Source: an optimization exercise on an open RTL-to-GDS flow (aim: a short achievable clock period and few clock cycles). Production flows keep margins and buffers that such runs may drop. The RTL was checked by simulation tests, not by an equivalence proof against the original design. Power figures rest on the tool's default switching activity, not on a simulated workload.

==> design/flow/design.v <==
`timescale 1ns/1ps
package core_pkg;
  localparam int DATA_W     = 32;
  localparam int REG_ADDR_W = 5;
  localparam logic [DATA_W-1:0] RESET_PC = 32'h0000_0000;
  typedef logic [DATA_W-1:0]     data_t;
  typedef logic [REG_ADDR_W-1:0] reg_addr_t;
  typedef enum logic [5:0] {
    OP_SPECIAL = 6'h00,
    OP_BEQ     = 6'h04,
    OP_BNE     = 6'h05,
    OP_ADDIU   = 6'h09,
    OP_ORI     = 6'h0d,
    OP_LUI     = 6'h0f,
    OP_LW      = 6'h23,
    OP_SW      = 6'h2b
  } opcode_e;
  typedef enum logic [5:0] {
    FN_SLL  = 6'h00,
    FN_ADDU = 6'h21,
    FN_SUBU = 6'h23,
    FN_AND  = 6'h24,
    FN_OR   = 6'h25,
    FN_XOR  = 6'h26,
    FN_SLT  = 6'h2a
  } funct_e;
  typedef enum logic [2:0] {
    ALU_ADD,
    ALU_SUB,
    ALU_AND,
    ALU_OR,
    ALU_XOR,
    ALU_SLT,
    ALU_SLL,
    ALU_LUI
  } alu_op_e;
  typedef struct packed {
    data_t inst;
    data_t pc;
  } if_id_t;
  typedef struct packed {
    alu_op_e   alu_op;
    data_t     operand_1;
    data_t     operand_2;
    logic [4:0] shamt;
    logic      mem_read;
    logic      mem_write;
    data_t     mem_write_data;
    logic      reg_write_en;
    reg_addr_t reg_write_addr;
    data_t     pc;
  } id_ex_t;
  typedef struct packed {
    data_t     result;
    logic      mem_read;
    logic      mem_write;
    data_t     mem_write_data;
    logic      reg_write_en;
    reg_addr_t reg_write_addr;
    data_t     pc;
  } ex_mem_t;
  typedef struct packed {
    logic      reg_write_en;
    reg_addr_t reg_write_addr;
    data_t     write_data;
  } wb_write_t;
  typedef struct packed {
    logic      write_en;
    reg_addr_t write_addr;
    data_t     value;
    logic      is_load;
  } fwd_src_t;
endpackage
`timescale 1ns/1ps
module fetch_stage (
  input  logic               clk_i,
  input  logic               reset_i,
  input  logic               freeze_i,
  input  logic               hazard_stall_i,
  input  logic               branch_taken_i,
  input  core_pkg::data_t    branch_target_i,
  input  core_pkg::data_t    rom_data_i,
  output logic               rom_en_o,
  output core_pkg::data_t    rom_addr_o,
  output core_pkg::if_id_t   if_id_o
);
  core_pkg::data_t  pc_q;
  core_pkg::if_id_t if_id_q;
  logic             rom_en_q;
  logic             advance;
  assign advance = !freeze_i && !hazard_stall_i;
  always_ff @(posedge clk_i) begin
    if (reset_i) begin
      rom_en_q <= 1'b0;
      pc_q     <= core_pkg::RESET_PC;
      if_id_q  <= '0;
    end else if (advance) begin
      rom_en_q <= 1'b1;
      if (rom_en_q) begin
        pc_q <= branch_taken_i ? branch_target_i : pc_q + 32'd4;
      end
      if_id_q.inst <= rom_en_q ? rom_data_i : '0;
      if_id_q.pc   <= pc_q;
    end
  end
  assign rom_en_o   = rom_en_q;
  assign rom_addr_o = pc_q;
  assign if_id_o    = if_id_q;
endmodule
`timescale 1ns/1ps
module decode_stage (
  input  logic                  clk_i,
  input  logic                  reset_i,
  input  logic                  freeze_i,
  input  core_pkg::if_id_t      if_id_i,
  input  core_pkg::data_t       rf_rdata_1_i,
  input  core_pkg::data_t       rf_rdata_2_i,
  input  core_pkg::fwd_src_t    ex_fwd_i,
  input  core_pkg::fwd_src_t    mem_fwd_i,
  output core_pkg::reg_addr_t   rf_raddr_1_o,
  output core_pkg::reg_addr_t   rf_raddr_2_o,
  output logic                  hazard_stall_o,
  output logic                  branch_taken_o,
  output core_pkg::data_t       branch_target_o,
  output core_pkg::id_ex_t      id_ex_o
);
  core_pkg::data_t     inst;
  core_pkg::opcode_e   opcode;
  core_pkg::funct_e    funct;
  core_pkg::reg_addr_t rs;
  core_pkg::reg_addr_t rt;
  core_pkg::reg_addr_t rd;
  core_pkg::data_t     imm_sext;
  core_pkg::data_t     imm_zext;
  core_pkg::data_t     op_1;
  core_pkg::data_t     op_2;
  core_pkg::id_ex_t    dec;
  core_pkg::id_ex_t    id_ex_q;
  core_pkg::reg_addr_t wr_addr;
  logic                wr_en;
  logic                uses_rs;
  logic                uses_rt;
  logic                known_op;
  assign inst     = if_id_i.inst;
  assign opcode   = core_pkg::opcode_e'(inst[31:26]);
  assign funct    = core_pkg::funct_e'(inst[5:0]);
  assign rs       = inst[25:21];
  assign rt       = inst[20:16];
  assign rd       = inst[15:11];
  assign imm_sext = {{16{inst[15]}}, inst[15:0]};
  assign imm_zext = {16'h0000, inst[15:0]};
  assign rf_raddr_1_o = rs;
  assign rf_raddr_2_o = rt;
  function automatic core_pkg::data_t pick(core_pkg::reg_addr_t addr,
                                           core_pkg::data_t rf_data);
    if (addr == '0) pick = '0;
    else if (ex_fwd_i.write_en && ex_fwd_i.write_addr == addr) pick = ex_fwd_i.value;
    else if (mem_fwd_i.write_en && mem_fwd_i.write_addr == addr) pick = mem_fwd_i.value;
    else pick = rf_data;
  endfunction
  assign op_1 = pick(rs, rf_rdata_1_i);
  assign op_2 = pick(rt, rf_rdata_2_i);
  always_comb begin
    dec                = '0;
    dec.alu_op         = core_pkg::ALU_ADD;
    dec.operand_1      = op_1;
    dec.operand_2      = op_2;
    dec.shamt          = inst[10:6];
    dec.mem_write_data = op_2;
    dec.pc             = if_id_i.pc;
    uses_rs            = 1'b0;
    uses_rt            = 1'b0;
    wr_en              = 1'b0;
    wr_addr            = rt;
    known_op           = 1'b1;
    case (opcode)
      core_pkg::OP_SPECIAL: begin
        uses_rs = 1'b1;
        uses_rt = 1'b1;
        wr_en   = 1'b1;
        wr_addr = rd;
        case (funct)
          core_pkg::FN_ADDU: dec.alu_op = core_pkg::ALU_ADD;
          core_pkg::FN_SUBU: dec.alu_op = core_pkg::ALU_SUB;
          core_pkg::FN_AND:  dec.alu_op = core_pkg::ALU_AND;
          core_pkg::FN_OR:   dec.alu_op = core_pkg::ALU_OR;
          core_pkg::FN_XOR:  dec.alu_op = core_pkg::ALU_XOR;
          core_pkg::FN_SLT:  dec.alu_op = core_pkg::ALU_SLT;
          core_pkg::FN_SLL:  dec.alu_op = core_pkg::ALU_SLL;
          default:           wr_en = 1'b0;
        endcase
      end
      core_pkg::OP_ADDIU: begin
        uses_rs       = 1'b1;
        wr_en         = 1'b1;
        dec.operand_2 = imm_sext;
      end
      core_pkg::OP_ORI: begin
        uses_rs       = 1'b1;
        wr_en         = 1'b1;
        dec.alu_op    = core_pkg::ALU_OR;
        dec.operand_2 = imm_zext;
      end
      core_pkg::OP_LUI: begin
        wr_en         = 1'b1;
        dec.alu_op    = core_pkg::ALU_LUI;
        dec.operand_2 = imm_zext;
      end
      core_pkg::OP_LW: begin
        uses_rs       = 1'b1;
        wr_en         = 1'b1;
        dec.operand_2 = imm_sext;
        dec.mem_read  = 1'b1;
      end
      core_pkg::OP_SW: begin
        uses_rs       = 1'b1;
        uses_rt       = 1'b1;
        dec.operand_2 = imm_sext;
        dec.mem_write = 1'b1;
      end
      core_pkg::OP_BEQ, core_pkg::OP_BNE: begin
        uses_rs = 1'b1;
        uses_rt = 1'b1;
      end
      default: known_op = 1'b0;
    endcase
    dec.reg_write_en   = wr_en && (wr_addr != '0);
    dec.reg_write_addr = wr_addr;
  end
  assign hazard_stall_o = ex_fwd_i.is_load && ex_fwd_i.write_en &&
                          ((uses_rs && ex_fwd_i.write_addr == rs) ||
                           (uses_rt && ex_fwd_i.write_addr == rt));
  assign branch_taken_o  = (opcode == core_pkg::OP_BEQ && op_1 == op_2) ||
                           (opcode == core_pkg::OP_BNE && op_1 != op_2);
  assign branch_target_o = if_id_i.pc + 32'd4 + {imm_sext[29:0], 2'b00};
  always_ff @(posedge clk_i) begin
    if (reset_i) begin
      id_ex_q <= '0;
    end else if (!freeze_i) begin
      id_ex_q <= hazard_stall_o ? '0 : dec;
    end
  end
  assign id_ex_o = id_ex_q;
endmodule
`timescale 1ns/1ps
module reg_file (
  input  logic                 clk_i,
  input  logic                 reset_i,
  input  core_pkg::reg_addr_t  raddr_1_i,
  input  core_pkg::reg_addr_t  raddr_2_i,
  input  core_pkg::wb_write_t  wb_i,
  output core_pkg::data_t      rdata_1_o,
  output core_pkg::data_t      rdata_2_o
);
  core_pkg::data_t regs [1:31];
  always_ff @(posedge clk_i) begin
    if (!reset_i && wb_i.reg_write_en && wb_i.reg_write_addr != '0) begin
      regs[wb_i.reg_write_addr] <= wb_i.write_data;
    end
  end
  function automatic core_pkg::data_t read_port(core_pkg::reg_addr_t addr);
    if (addr == '0) read_port = '0;
    else if (wb_i.reg_write_en && wb_i.reg_write_addr == addr) read_port = wb_i.write_data;
    else read_port = regs[addr];
  endfunction
  always_comb begin
    rdata_1_o = read_port(raddr_1_i);
    rdata_2_o = read_port(raddr_2_i);
  end
endmodule
`timescale 1ns/1ps
module execute_stage (
  input  logic                 clk_i,
  input  logic                 reset_i,
  input  logic                 freeze_i,
  input  core_pkg::id_ex_t     id_ex_i,
  output core_pkg::fwd_src_t   ex_fwd_o,
  output core_pkg::ex_mem_t    ex_mem_o
);
  core_pkg::data_t   op_1;
  core_pkg::data_t   op_2;
  core_pkg::data_t   result;
  core_pkg::ex_mem_t ex_mem_q;
  assign op_1 = id_ex_i.operand_1;
  assign op_2 = id_ex_i.operand_2;
  always_comb begin
    case (id_ex_i.alu_op)
      core_pkg::ALU_ADD: result = op_1 + op_2;
      core_pkg::ALU_SUB: result = op_1 - op_2;
      core_pkg::ALU_AND: result = op_1 & op_2;
      core_pkg::ALU_OR:  result = op_1 | op_2;
      core_pkg::ALU_XOR: result = op_1 ^ op_2;
      core_pkg::ALU_SLT: result = {31'b0, $signed(op_1) < $signed(op_2)};
      core_pkg::ALU_SLL: result = op_2 << id_ex_i.shamt;
      core_pkg::ALU_LUI: result = {op_2[15:0], 16'h0000};
      default:           result = '0;
    endcase
  end
  always_comb begin
    ex_fwd_o.write_en   = id_ex_i.reg_write_en;
    ex_fwd_o.write_addr = id_ex_i.reg_write_addr;
    ex_fwd_o.value      = result;
    ex_fwd_o.is_load    = id_ex_i.mem_read;
  end
  always_ff @(posedge clk_i) begin
    if (reset_i) begin
      ex_mem_q <= '0;
    end else if (!freeze_i) begin
      ex_mem_q.result         <= result;
      ex_mem_q.mem_read       <= id_ex_i.mem_read;
      ex_mem_q.mem_write      <= id_ex_i.mem_write;
      ex_mem_q.mem_write_data <= id_ex_i.mem_write_data;
      ex_mem_q.reg_write_en   <= id_ex_i.reg_write_en;
      ex_mem_q.reg_write_addr <= id_ex_i.reg_write_addr;
      ex_mem_q.pc             <= id_ex_i.pc;
    end
  end
  assign ex_mem_o = ex_mem_q;
endmodule
`timescale 1ns/1ps
module memory_stage (
  input  logic                 clk_i,
  input  logic                 reset_i,
  input  logic                 freeze_i,
  input  core_pkg::ex_mem_t    ex_mem_i,
  input  core_pkg::data_t      ram_rdata_i,
  output logic                 ram_en_o,
  output logic                 ram_we_o,
  output core_pkg::data_t      ram_addr_o,
  output core_pkg::data_t      ram_wdata_o,
  output core_pkg::fwd_src_t   mem_fwd_o,
  output core_pkg::wb_write_t  wb_o,
  output core_pkg::data_t      debug_pc_o
);
  core_pkg::data_t     mem_value;
  core_pkg::wb_write_t wb_q;
  core_pkg::data_t     pc_q;
  assign ram_en_o    = ex_mem_i.mem_read || ex_mem_i.mem_write;
  assign ram_we_o    = ex_mem_i.mem_write;
  assign ram_addr_o  = ex_mem_i.result;
  assign ram_wdata_o = ex_mem_i.mem_write_data;
  assign mem_value = ex_mem_i.mem_read ? ram_rdata_i : ex_mem_i.result;
  always_comb begin
    mem_fwd_o.write_en   = ex_mem_i.reg_write_en;
    mem_fwd_o.write_addr = ex_mem_i.reg_write_addr;
    mem_fwd_o.value      = mem_value;
    mem_fwd_o.is_load    = ex_mem_i.mem_read;
  end
  always_ff @(posedge clk_i) begin
    if (reset_i) begin
      wb_q <= '0;
      pc_q <= '0;
    end else if (!freeze_i) begin
      wb_q.reg_write_en   <= ex_mem_i.reg_write_en;
      wb_q.reg_write_addr <= ex_mem_i.reg_write_addr;
      wb_q.write_data     <= mem_value;
      pc_q                <= ex_mem_i.pc;
    end
  end
  assign wb_o       = wb_q;
  assign debug_pc_o = pc_q;
endmodule
`timescale 1ns/1ps
module core (
  input  logic                 clk_i,
  input  logic                 reset_i,
  input  logic                 stall_i,
  output logic                 rom_en_o,
  output core_pkg::data_t      rom_addr_o,
  input  core_pkg::data_t      rom_data_i,
  output logic                 ram_en_o,
  output logic                 ram_we_o,
  output core_pkg::data_t      ram_addr_o,
  output core_pkg::data_t      ram_wdata_o,
  input  core_pkg::data_t      ram_rdata_i,
  output logic                 debug_reg_we_o,
  output core_pkg::reg_addr_t  debug_reg_addr_o,
  output core_pkg::data_t      debug_reg_data_o,
  output core_pkg::data_t      debug_pc_o
);
  core_pkg::if_id_t    if_id;
  core_pkg::id_ex_t    id_ex;
  core_pkg::ex_mem_t   ex_mem;
  core_pkg::wb_write_t wb;
  core_pkg::fwd_src_t  ex_fwd;
  core_pkg::fwd_src_t  mem_fwd;
  core_pkg::reg_addr_t rf_raddr_1;
  core_pkg::reg_addr_t rf_raddr_2;
  core_pkg::data_t     rf_rdata_1;
  core_pkg::data_t     rf_rdata_2;
  core_pkg::data_t     branch_target;
  logic                branch_taken;
  logic                hazard_stall;
  fetch_stage u_fetch (
    .clk_i           (clk_i),
    .reset_i         (reset_i),
    .freeze_i        (stall_i),
    .hazard_stall_i  (hazard_stall),
    .branch_taken_i  (branch_taken),
    .branch_target_i (branch_target),
    .rom_data_i      (rom_data_i),
    .rom_en_o        (rom_en_o),
    .rom_addr_o      (rom_addr_o),
    .if_id_o         (if_id)
  );
  decode_stage u_decode (
    .clk_i           (clk_i),
    .reset_i         (reset_i),
    .freeze_i        (stall_i),
    .if_id_i         (if_id),
    .rf_rdata_1_i    (rf_rdata_1),
    .rf_rdata_2_i    (rf_rdata_2),
    .ex_fwd_i        (ex_fwd),
    .mem_fwd_i       (mem_fwd),
    .rf_raddr_1_o    (rf_raddr_1),
    .rf_raddr_2_o    (rf_raddr_2),
    .hazard_stall_o  (hazard_stall),
    .branch_taken_o  (branch_taken),
    .branch_target_o (branch_target),
    .id_ex_o         (id_ex)
  );
  reg_file u_reg_file (
    .clk_i     (clk_i),
    .reset_i   (reset_i),
    .raddr_1_i (rf_raddr_1),
    .raddr_2_i (rf_raddr_2),
    .wb_i      (wb),
    .rdata_1_o (rf_rdata_1),
    .rdata_2_o (rf_rdata_2)
  );
  execute_stage u_execute (
    .clk_i    (clk_i),
    .reset_i  (reset_i),
    .freeze_i (stall_i),
    .id_ex_i  (id_ex),
    .ex_fwd_o (ex_fwd),
    .ex_mem_o (ex_mem)
  );
  memory_stage u_memory (
    .clk_i       (clk_i),
    .reset_i     (reset_i),
    .freeze_i    (stall_i),
    .ex_mem_i    (ex_mem),
    .ram_rdata_i (ram_rdata_i),
    .ram_en_o    (ram_en_o),
    .ram_we_o    (ram_we_o),
    .ram_addr_o  (ram_addr_o),
    .ram_wdata_o (ram_wdata_o),
    .mem_fwd_o   (mem_fwd),
    .wb_o        (wb),
    .debug_pc_o  (debug_pc_o)
  );
  assign debug_reg_we_o   = wb.reg_write_en;
  assign debug_reg_addr_o = wb.reg_write_addr;
  assign debug_reg_data_o = wb.write_data;
endmodule
==> design/flow/run.sh <==
#!/bin/bash
# synth_recipe.tcl (not shown) runs the flow's synth.tcl, then flattens the netlist and writes it again
# the make line also repeats each setting of config.mk as NAME=value (left out here)
make -C /OpenROAD-flow-scripts/flow DESIGN_CONFIG=/design/flow/config.mk WORK_HOME=/design/flow/orfs CLKGATE_MAP_FILE= SYNTH_SCRIPT=/design/flow/synth_recipe.tcl finish
==> design/flow/config.mk <==
export PLATFORM = sky130hd
export DESIGN_NAME = core
export DESIGN_NICKNAME = core
export VERILOG_FILES = /design/flow/design.v
export SDC_FILE = /design/flow/constraint.sdc
export NUM_CORES = 4
export LEC_CHECK = 0
export CAP_MARGIN = 20
export CORE_MARGIN = 6
export CORE_UTILIZATION = 40
export SLEW_MARGIN = 20
==> design/flow/constraint.sdc <==
create_clock -name core_clock -period 8.0 [get_ports {clk_i}]
set_input_delay 1.6000 -clock core_clock [delete_from_list [all_inputs] [get_ports {clk_i}]]
set_output_delay 1.6000 -clock core_clock [all_outputs]
set_load 0.01 [all_outputs]
==> flow_metrics.env <==
export IMPL_grt_pass1_vias=54680
export IMPL_leakage_nw=28.55
export IMPL_path_cells="buf_4 > mux4_2 > mux2i_1 > o22ai_1 > a211oi_1 > a2111oi_1 > mux2_2 > or4_1 > nor4_1 > o2111ai_1 > or4_1 > nor4_1 > nor4b_2 > mux2_4 > buf_12 > a22o_1 > a311o_1"
export IMPL_tns_ns=0
export IMPL_ys_types=97
export IMPL_postSynthAreaPerCell_sq_um=12.33
export IMPL_fin_util_pct=45.59
export IMPL_start_util_pct=40.27
export IMPL_first_iter_violations=7159
export IMPL_synth_area_sq_um=75630
export IMPL_vias=56760
export IMPL_rsz0062_at_grt="false"
export IMPL_cts_made_buffers=155
export IMPL_io_buffers=235
export IMPL_clk_pin_slew_ns=0.06
export IMPL_crit_path_start_kind="register"
export IMPL_areaGrowthSynthToFinish_pct=13.21
export IMPL_drc=0
export IMPL_post_place_cells=8566
export IMPL_critPathTopFamily="simple AND/OR/NAND/NOR gates"
export IMPL_clock_sinks=1417
export IMPL_yosys_warnings=5
export IMPL_cpPeakStageDelay_ns=0.89
export IMPL_ant_nets=0
export IMPL_hp_class="register to register"
export IMPL_maxSlewHeadroom_pct=21.54
export IMPL_ctsResizeCount=0
export IMPL_synthFlopType="edfxtp_1"
export IMPL_cp_arrival_ns=7.90
export IMPL_final_hold_viol_count=0
export IMPL_async_reset_ff_share_pct=0
export IMPL_yosysSeqAreaShare_pct=50.64
export IMPL_p_per_area_nw_per_um2=197.9
export IMPL_dp_hpwl_um=186200
export IMPL_fill_cells=16880
export IMPL_die_area_sq_um=199700
export IMPL_routed_wl_um=284300
export IMPL_clk_latency_ns=0.83
export IMPL_slew_violations=0
export IMPL_end_kind="register"
export IMPL_wire_per_inst_um=32.12
export IMPL_groute_usage_overall_pct=27.65
export IMPL_drtPass1Iterations=7
export IMPL_ctsRootBufferMaster="clkbuf_16"
export IMPL_place_congestion=0.9724
export IMPL_cts_tree="done"
export IMPL_worst_path_max_fanout=47
export IMPL_status="no timing/DRC/antenna violations"
export IMPL_cts_hold_buf=0
export IMPL_fin_crit_sh_pct=89.93
export IMPL_worst_path_max_delay_cell="dfxtp_4"
export IMPL_finalPower_w=0.01695
export IMPL_synth_seq_cells=1417
export IMPL_grt_pass1_wl_um=403300
export IMPL_cts_max_path_buffers=3
export IMPL_ios=236
export IMPL_critPathRequiredTime_ns=8.70
export IMPL_setup_viol=0
export IMPL_synth_edff_count=992
export IMPL_critPathKind="register to register"
export IMPL_fin_hold_ws_ns=0.4795
export IMPL_max_freq_mhz=139.0
export IMPL_h_tree_depth=4
export IMPL_drive_gt1_share_pct=17.84
export IMPL_fin_cells=8853
export IMPL_crit_buf_inv=2
export IMPL_final_nets=6452
export IMPL_post_cts_buffers=0
export IMPL_ir_drop_v=0.0002291
export IMPL_synth_cells=6133
export IMPL_die_h_um=446.8
export IMPL_min_period_ns=7.194
export IMPL_synth_fp_nets=6357
export IMPL_vias_per_cell=6.411
export IMPL_die_width_um=446.8
export IMPL_worst_pin_slew_ns=1.177
export IMPL_placementRows=159
export IMPL_gr_total_overflow=0
export IMPL_grt_start_max_net_pins=203
export IMPL_core_area_sq_um=187800
export IMPL_cap_violations=0
export IMPL_antenna_found_initial=18
export IMPL_skew_ns=0.03722
worst reg2reg max path, cell delays in order (launching register included):
cell       delay [ns]
dfxtp_4          0.89
buf_4            0.43
mux4_2           0.52
mux2i_1          0.25
o22ai_1          0.17
a211oi_1         0.55
a2111oi_1        0.23
mux2_2           0.35
or4_1            0.40
nor4_1           0.29
o2111ai_1        0.25
or4_1            0.58
nor4_1           0.33
nor4b_2          0.54
mux2_4           0.52
buf_12           0.26
a22o_1           0.21
a311o_1          0.31
per-stage QoR:
| stage | area, sq um | setup slack, ns |
|---|---|---|
| floorplan | 75630 | 2.337 |
| global placement | 80780 | 0.7662 |
| detailed placement | 80780 | 0.7117 |
| CTS | 85590 | 0.9796 |
| global route | 85610 | 0.5902 |
| finish | 85620 | 0.8059 |
path summary, 6_finish.rpt:
check | slack [ns] | start | end | cells past startpoint
hold reg to reg | 0.48 | u_fetch.if_id_q[5] | u_fetch.if_id_q[5] | 2
setup / recovery | 0.81 | register | u_fetch.pc_q[15] | 17
hold / removal | 0.48 | u_fetch.if_id_q[5] | u_fetch.if_id_q[5] | 2
setup reg to reg | 0.81 | register | u_fetch.pc_q[15] | 17
registers in the layout, indices dropped and copies added, names as in the netlist, named ones only:
name                count
u_fetch.pc_q           32
u_memory.wb_q          38
u_fetch.if_id_q        64
u_execute.ex_mem_q    104
u_decode.id_ex_q      144
u_reg_file.regs       992
u_fetch.rom_en_q        1
u_memory.pc_q          32
metal layers:
layer	track usage, %	wire [um]	vias to the layer above
li1	-	-	23940
met1	35.48	107900	28880
met2	44.64	133000	3222
met3	5.917	27130	713
met4	13.79	16360	4
met5	0	25	-
synthesized netlist by cell type, drive strengths merged, types with 44 or more instances:
cell type  count  share of area [%]
a211oi        98               0.99
a21oi        365                2.4
a22oi        119                1.2
buf          232                2.0
clkbuf       306                1.5
dfxtp        425                 11
edfxtp       992                 39
ha           154                2.5
inv          123               0.61
mux2          46               0.69
mux2i        349                4.6
mux4         513                 15
nand2        403                2.0
nand3        120               0.79
nor2         675                3.4
nor2b         44               0.36
nor3          84               0.56
o211ai        56               0.56
o21ai        188                1.2
o22ai         61               0.50
xnor2         55               0.64
cell usage in the layout (no fill, tap or decap), types with 29 or more instances in the layout:
cell and count:
xnor2_1 55, nand3_1 120, mux2i_1 349, ha_1 154, o22ai_1 61, o211ai_1 56, buf_4 224, mux2_2 45
a22oi_1 119, dfxtp_1 411, nor3_1 80, clkbuf_1 37, a211oi_1 95, clkbuf_16 159, o21ai_0 186, nor2_4 29
mux4_2 513, a21o_1 30, nand2b_1 42, nand4_1 41, nor2_1 643, inv_1 120, clkdlybuf4s50_1 233, xor2_1 31
nand2_1 401, nor2b_1 44, edfxtp_1 992, a21oi_1 365, and3_1 43, a31oi_1 31, nor4_1 30
report_power, final:
part	leakage (nW)	switching, W	total [W]	internal [W]
registers	12.7	0.000106	0.00797	0.00786
logic	13.5	0.00131	0.00201	0.000701
clock network	2.36	0.00303	0.00697	0.00394
area by class of cell:
class / count / area [sq um] / area share, %
flip-flops and latches: 1417 / 38330 / 44.77
multi-input cells: 4050 / 34470 / 40.25
inverters: 128 / 480.5 / 0.5611
repair buffers: 476 / 4384 / 5.120
well taps: 2495 / 3122 / 3.646
clock buffers: 204 / 4228 / 4.938
clock inverters: 71 / 576.8 / 0.6737
diodes: 12 / 30.03 / 0.03507
kinds of logic (layout without fill, tap and decap cells):
group                    after synthesis  after routing  synth area share (%)
AND/OR/NAND/NOR                     1635           1635                 9.845
buffers and inverters                666            879                 4.161
adder cells (fa/ha/maj)              157            157                 2.627
other                                  0             12                     0
multiplexers                         908            908                 20.58
flip-flops                          1417           1417                 50.64
XOR/XNOR                              86             86                0.9959
AO/OA/AOI/OAI                       1264           1264                 11.15
Testbench counts, summed over its fixed seeds: cycles 11,466.

## separate check: timing with driven ports
The flow's constraints put no driver on any port. The routed layout listed below was extracted and timed again, unchanged, in two steps.
Step 1 sets driving cells, clkbuf_16 on the clock port and buf_2 on the other inputs (assumed; they add their load-dependent delay and slew).
Step 2 times the ports against the registers' clock, not the clock port: input delays grow and output delays shrink by t, the midpoint of the rising clock arrivals with the driver on.
a / b / c = ideal ports / drivers / drivers and shift; a / b = the first two.
shift t [ns]: 0.897
setup WS [ns]: 0.806 / 0.806 / 0.576
worst register clock-pin slew, ns: 0.06 / 0.06
After both steps this run still meets setup and hold. The setup slack of this run moves by 0.000 ns with the drivers and by -0.230 ns with both steps.
